What follows belongs to an exercise in optimizing a design on an open flow for small area, a short achievable clock period and few clock cycles per item; a production flow would make more cautious choices.
Function was checked by simulation only, so behaviour that the tests miss may differ from the original.

==> harbor <==
## palette_remap_nearest_color_unit
module palette_remap_nearest_color_unit (
	input  logic                            clk,
	input  logic                            arst_n,
	input  logic                            req_valid,
	output logic                            req_ready,
	input  logic                            req_type,
	input  logic [7:0]                      req_color_index,
	input  logic [7:0]                      req_red,
	input  logic [7:0]                      req_green,
	input  logic [7:0]                      req_blue,
	input  logic [2:0]                      req_remap_mode,
	input  logic [3:0]                      req_fade_level,
	input  logic [2:0]                      req_house_color,
	output logic                            rsp_valid,
	input  logic                            rsp_ready,
	output logic [7:0]                      rsp_match_index,
	input  logic                            cfg_write,
	input  logic [prc_pkg::SHADOW_W-1:0]    cfg_wdata
);
	localparam int K   = 32;    
	localparam int L   = 4;    
	localparam int KB  = 5;
	localparam int LB  = 2;
	localparam int WQD = 3;    
	localparam int FD  = 6;    
	function automatic logic [23:0] house_target(input logic [6:0] hp);
		logic [23:0] t;
		case (hp)
			7'd0: t = 24'h4c4c00;
			7'd1: t = 24'h585800;
			7'd2: t = 24'h646400;
			7'd3: t = 24'h707000;
			7'd4: t = 24'h7c7c00;
			7'd5: t = 24'h888800;
			7'd6: t = 24'h939300;
			7'd7: t = 24'h9f9f00;
			7'd8: t = 24'habab00;
  ...
export LEC_CHECK = 0
export CAP_MARGIN = 20
export CELL_PAD_IN_SITES_DETAIL_PLACEMENT = 2
export CELL_PAD_IN_SITES_GLOBAL_PLACEMENT = 4
export CORE_MARGIN = 2
export CORE_UTILIZATION = 25
export PLACE_DENSITY = 0.35
export SETUP_SLACK_MARGIN = 4.0
export SLEW_MARGIN = 20
export SYNTH_MEMORY_MAX_BITS = 8192
export TNS_END_PERCENT = 100
create_clock -name core_clock -period 8.0 [get_ports {clk}]
run.sh (not shown) runs the stock make flow with config.mk's settings and CLKGATE_MAP_FILE= SYNTH_SCRIPT=/design/flow/synth_recipe.tcl, a recipe that flattens the netlist after the stock synthesis.
==> inputs of raven, as changes to harbor <==
--- a/flow/design.v
+++ b/flow/design.v
@@ -537,15 +537,15 @@
 	input  logic [prc_pkg::SHADOW_W-1:0]    cfg_wdata
 );
 	localparam int K   = 32;    
 	localparam int L   = 4;    
 	localparam int KB  = 5;
 	localparam int LB  = 2;
 	localparam int WQD = 3;    
-	localparam int FD  = 6;    
+	localparam int FD  = 4;    
 	function automatic logic [23:0] house_target(input logic [6:0] hp);
 		logic [23:0] t;
 		case (hp)
 			7'd0: t = 24'h4c4c00;
 			7'd1: t = 24'h585800;
 			7'd2: t = 24'h646400;
 			7'd3: t = 24'h707000;
@@ -673,19 +673,71 @@
 			7'd125: t = 24'h7e4824;
 			7'd126: t = 24'h854c26;
 			7'd127: t = 24'h8c5028;
 			default: t = 24'h000000;
 		endcase
 		house_target = t;
 	endfunction
+	function automatic logic lt18(input logic [17:0] a, input logic [17:0] b);
+		logic [17:0] l, g;
+		l = ~a & b;
+		g = a & ~b;
+		for (int i = 0; i + 1 < 18; i += 2) begin
+			l[i] = l[i+1] | (~g[i+1] & l[i]);
+			g[i] = g[i+1] | (~l[i+1] & g[i]);
+		end
+		for (int i = 0; i + 2 < 18; i += 4) begin
+			l[i] = l[i+2] | (~g[i+2] & l[i]);
+			g[i] = g[i+2] | (~l[i+2] & g[i]);
+		end
+		for (int i = 0; i + 4 < 18; i += 8) begin
+			l[i] = l[i+4] | (~g[i+4] & l[i]);
+			g[i] = g[i+4] | (~l[i+4] & g[i]);
+		end
+		for (int i = 0; i + 8 < 18; i += 16) begin
+			l[i] = l[i+8] | (~g[i+8] & l[i]);
+			g[i] = g[i+8] | (~l[i+8] & g[i]);
+		end
+		for (int i = 0; i + 16 < 18; i += 32) begin
+			l[i] = l[i+16] | (~g[i+16] & l[i]);
+			g[i] = g[i+16] | (~l[i+16] & g[i]);
+		end
+		lt18 = l[0];
+	endfunction
+	function automatic logic lt20(input logic [19:0] a, input logic [19:0] b);
+		logic [19:0] l, g;
+		l = ~a & b;
+		g = a & ~b;
+		for (int i = 0; i + 1 < 20; i += 2) begin
+			l[i] = l[i+1] | (~g[i+1] & l[i]);
+			g[i] = g[i+1] | (~l[i+1] & g[i]);
+		end
+		for (int i = 0; i + 2 < 20; i += 4) begin
+			l[i] = l[i+2] | (~g[i+2] & l[i]);
+			g[i] = g[i+2] | (~l[i+2] & g[i]);
+		end
+		for (int i = 0; i + 4 < 20; i += 8) begin
+			l[i] = l[i+4] | (~g[i+4] & l[i]);
+			g[i] = g[i+4] | (~l[i+4] & g[i]);
+		end
+		for (int i = 0; i + 8 < 20; i += 16) begin
+			l[i] = l[i+8] | (~g[i+8] & l[i]);
+			g[i] = g[i+8] | (~l[i+8] & g[i]);
+		end
+		for (int i = 0; i + 16 < 20; i += 32) begin
+			l[i] = l[i+16] | (~g[i+16] & l[i]);
+			g[i] = g[i+16] | (~l[i+16] & g[i]);
+		end
+		lt20 = l[0];
+	endfunction
 	function automatic logic [19:0] min4(input logic [17:0] d0, input logic [17:0] d1,
 	                                    input logic [17:0] d2, input logic [17:0] d3);
 		logic c01, c02, c03, c12, c13, c23, w0, w1, w2, w3;
-		c01 = d1 < d0; c02 = d2 < d0; c03 = d3 < d0;
-		c12 = d2 < d1; c13 = d3 < d1; c23 = d3 < d2;
+		c01 = lt18(d1, d0); c02 = lt18(d2, d0); c03 = lt18(d3, d0);
+		c12 = lt18(d2, d1); c13 = lt18(d3, d1); c23 = lt18(d3, d2);
 		w1 = c01 && !c12 && !c13;
 		w2 = c02 && c12 && !c23;
 		w3 = c03 && c13 && c23;
 		w0 = !(w1 || w2 || w3);
 		min4 = {w2 || w3, w1 || w3,
 		        ({18{w0}} & d0) | ({18{w1}} & d1) | ({18{w2}} & d2) | ({18{w3}} & d3)};
 	endfunction
@@ -1014,17 +1066,17 @@
 	logic [KB-1:0] best_j;
 	logic [17:0]   nb_d;
 	logic [LB-1:0] nb_ph;
 	logic [KB-1:0] nb_j;
 	logic          f_v;
 	logic [7:0]    f_res;
 	logic x_lt_b, y_lt_b, y_lt_x, take_x, take_y;
-	assign x_lt_b = {cand_xd, tk_aux[NT][LB-1:0]} < {best_d, best_ph};
-	assign y_lt_b = {cand_yd, tk_aux[NT][LB-1:0]} < {best_d, best_ph};
-	assign y_lt_x = cand_yd < cand_xd;
+	assign x_lt_b = lt20({cand_xd, tk_aux[NT][LB-1:0]}, {best_d, best_ph});
+	assign y_lt_b = lt20({cand_yd, tk_aux[NT][LB-1:0]}, {best_d, best_ph});
+	assign y_lt_x = lt18(cand_yd, cand_xd);
 	assign take_x = (tk_first[NT] || x_lt_b) && !y_lt_x;
 	assign take_y = (tk_first[NT] || y_lt_b) && y_lt_x;
 	assign nb_d  = take_x ? cand_xd : take_y ? cand_yd : best_d;
 	assign nb_ph = (take_x || take_y) ? tk_aux[NT][LB-1:0] : best_ph;
 	assign nb_j  = take_x ? {1'b0, cand_xj} : take_y ? {1'b1, cand_yj} : best_j;
 	always_ff @(posedge clk) begin
 		if (tk_v[NT] && !tk_pass[NT]) begin
--- a/flow/config.mk
+++ b/flow/config.mk
@@ -7,11 +7,11 @@
 export LEC_CHECK = 0
 export CAP_MARGIN = 20
 export CELL_PAD_IN_SITES_DETAIL_PLACEMENT = 2
 export CELL_PAD_IN_SITES_GLOBAL_PLACEMENT = 4
 export CORE_MARGIN = 2
 export CORE_UTILIZATION = 25
 export PLACE_DENSITY = 0.35
-export SETUP_SLACK_MARGIN = 4.0
+export SETUP_SLACK_MARGIN = 4.8
 export SLEW_MARGIN = 20
 export SYNTH_MEMORY_MAX_BITS = 8192
 export TNS_END_PERCENT = 100
==> run summary <==
item                                                                     harbor                          raven
Result of the run                              no timing/DRC/antenna violations       finished with violations
Layout check failures                                                         -  capacitance limit, slew limit
Terminus of the critical flop-to-flop path                  s_raw[13]$_DFFE_PP_             g1_d[0][1]$_DFF_P_
Fraction of standard cell area that is sequential                         32.7%                          30.2%
Sequential cells                                                           6468                           6450
Async S/R FF share, synth                                                0.680%                         0.651%
Synthesized-area fraction occupied by xor and xnor cells                  4.62%                          4.66%
Routed len/inst                                                         32.1 um                        33.1 um
First-pass GRT wire length                                              2310 mm                        2410 mm
Post-synthesis cell area                                              0.353 mm2                      0.345 mm2
Violation count after the first detailed-routing iteration                13.7k                          14.8k
Count of clock tree sinks                                                  6468                           6450
Number of buffers added for setup after CTS                                   1                           1512
Horizontal die dimension                                                1.19 mm                        1.18 mm
Maximum cell stage delay along the critical path                        0.90 ns                        0.56 ns
Num rows                                                                    436                            431
Count of mapped cells out of synthesis                                    32.6k                          32.0k
Simple-gate portion of the synthesized area                               10.3%                          11.0%
Cell Count, Final, Fillers Out                                            52.8k                          54.1k
Post-synthesis mux area share                                             3.12%                          2.80%
Routed wire length on met2                                               801 mm                         844 mm
Pin slew with the least headroom to its limit                           1.35 ns                        1.49 ns
Testbench counts of harbor, summed over its fixed seeds: cycles 2,755, queries 633.
Testbench counts of raven, summed over its fixed seeds: cycles 2,755, queries 633.

[re-timing with driven ports]
The flow's constraints put no driver on any port. The routed layouts listed below were extracted and timed again, unchanged, in two steps. Step 1: set_driving_cell puts a clkbuf_16 on clk and a buf_2 on each other input, an assumption about the parent block. Step 2, shift: input delay + t, output delay - t, t = (earliest + latest rising clock arrival at the registers) / 2. This alone moves slack from input paths to output paths. Slacks: ideal ports / drivers / drivers and shift; pairs: ideal ports / drivers.
run | t (ns) | slack for setup (ns) | worst data-port slew with drivers (ns) | cell pins on the clock port's net
harbor | 1.383 | 3.786 / 3.786 / 2.828 | 0.10 | 1
raven | 1.378 | 3.922 / 3.922 / 3.648 | 0.07 | 1
The setup slack of harbor, which loses most, moves by 0.000 ns with the drivers and by -0.958 ns with both steps.
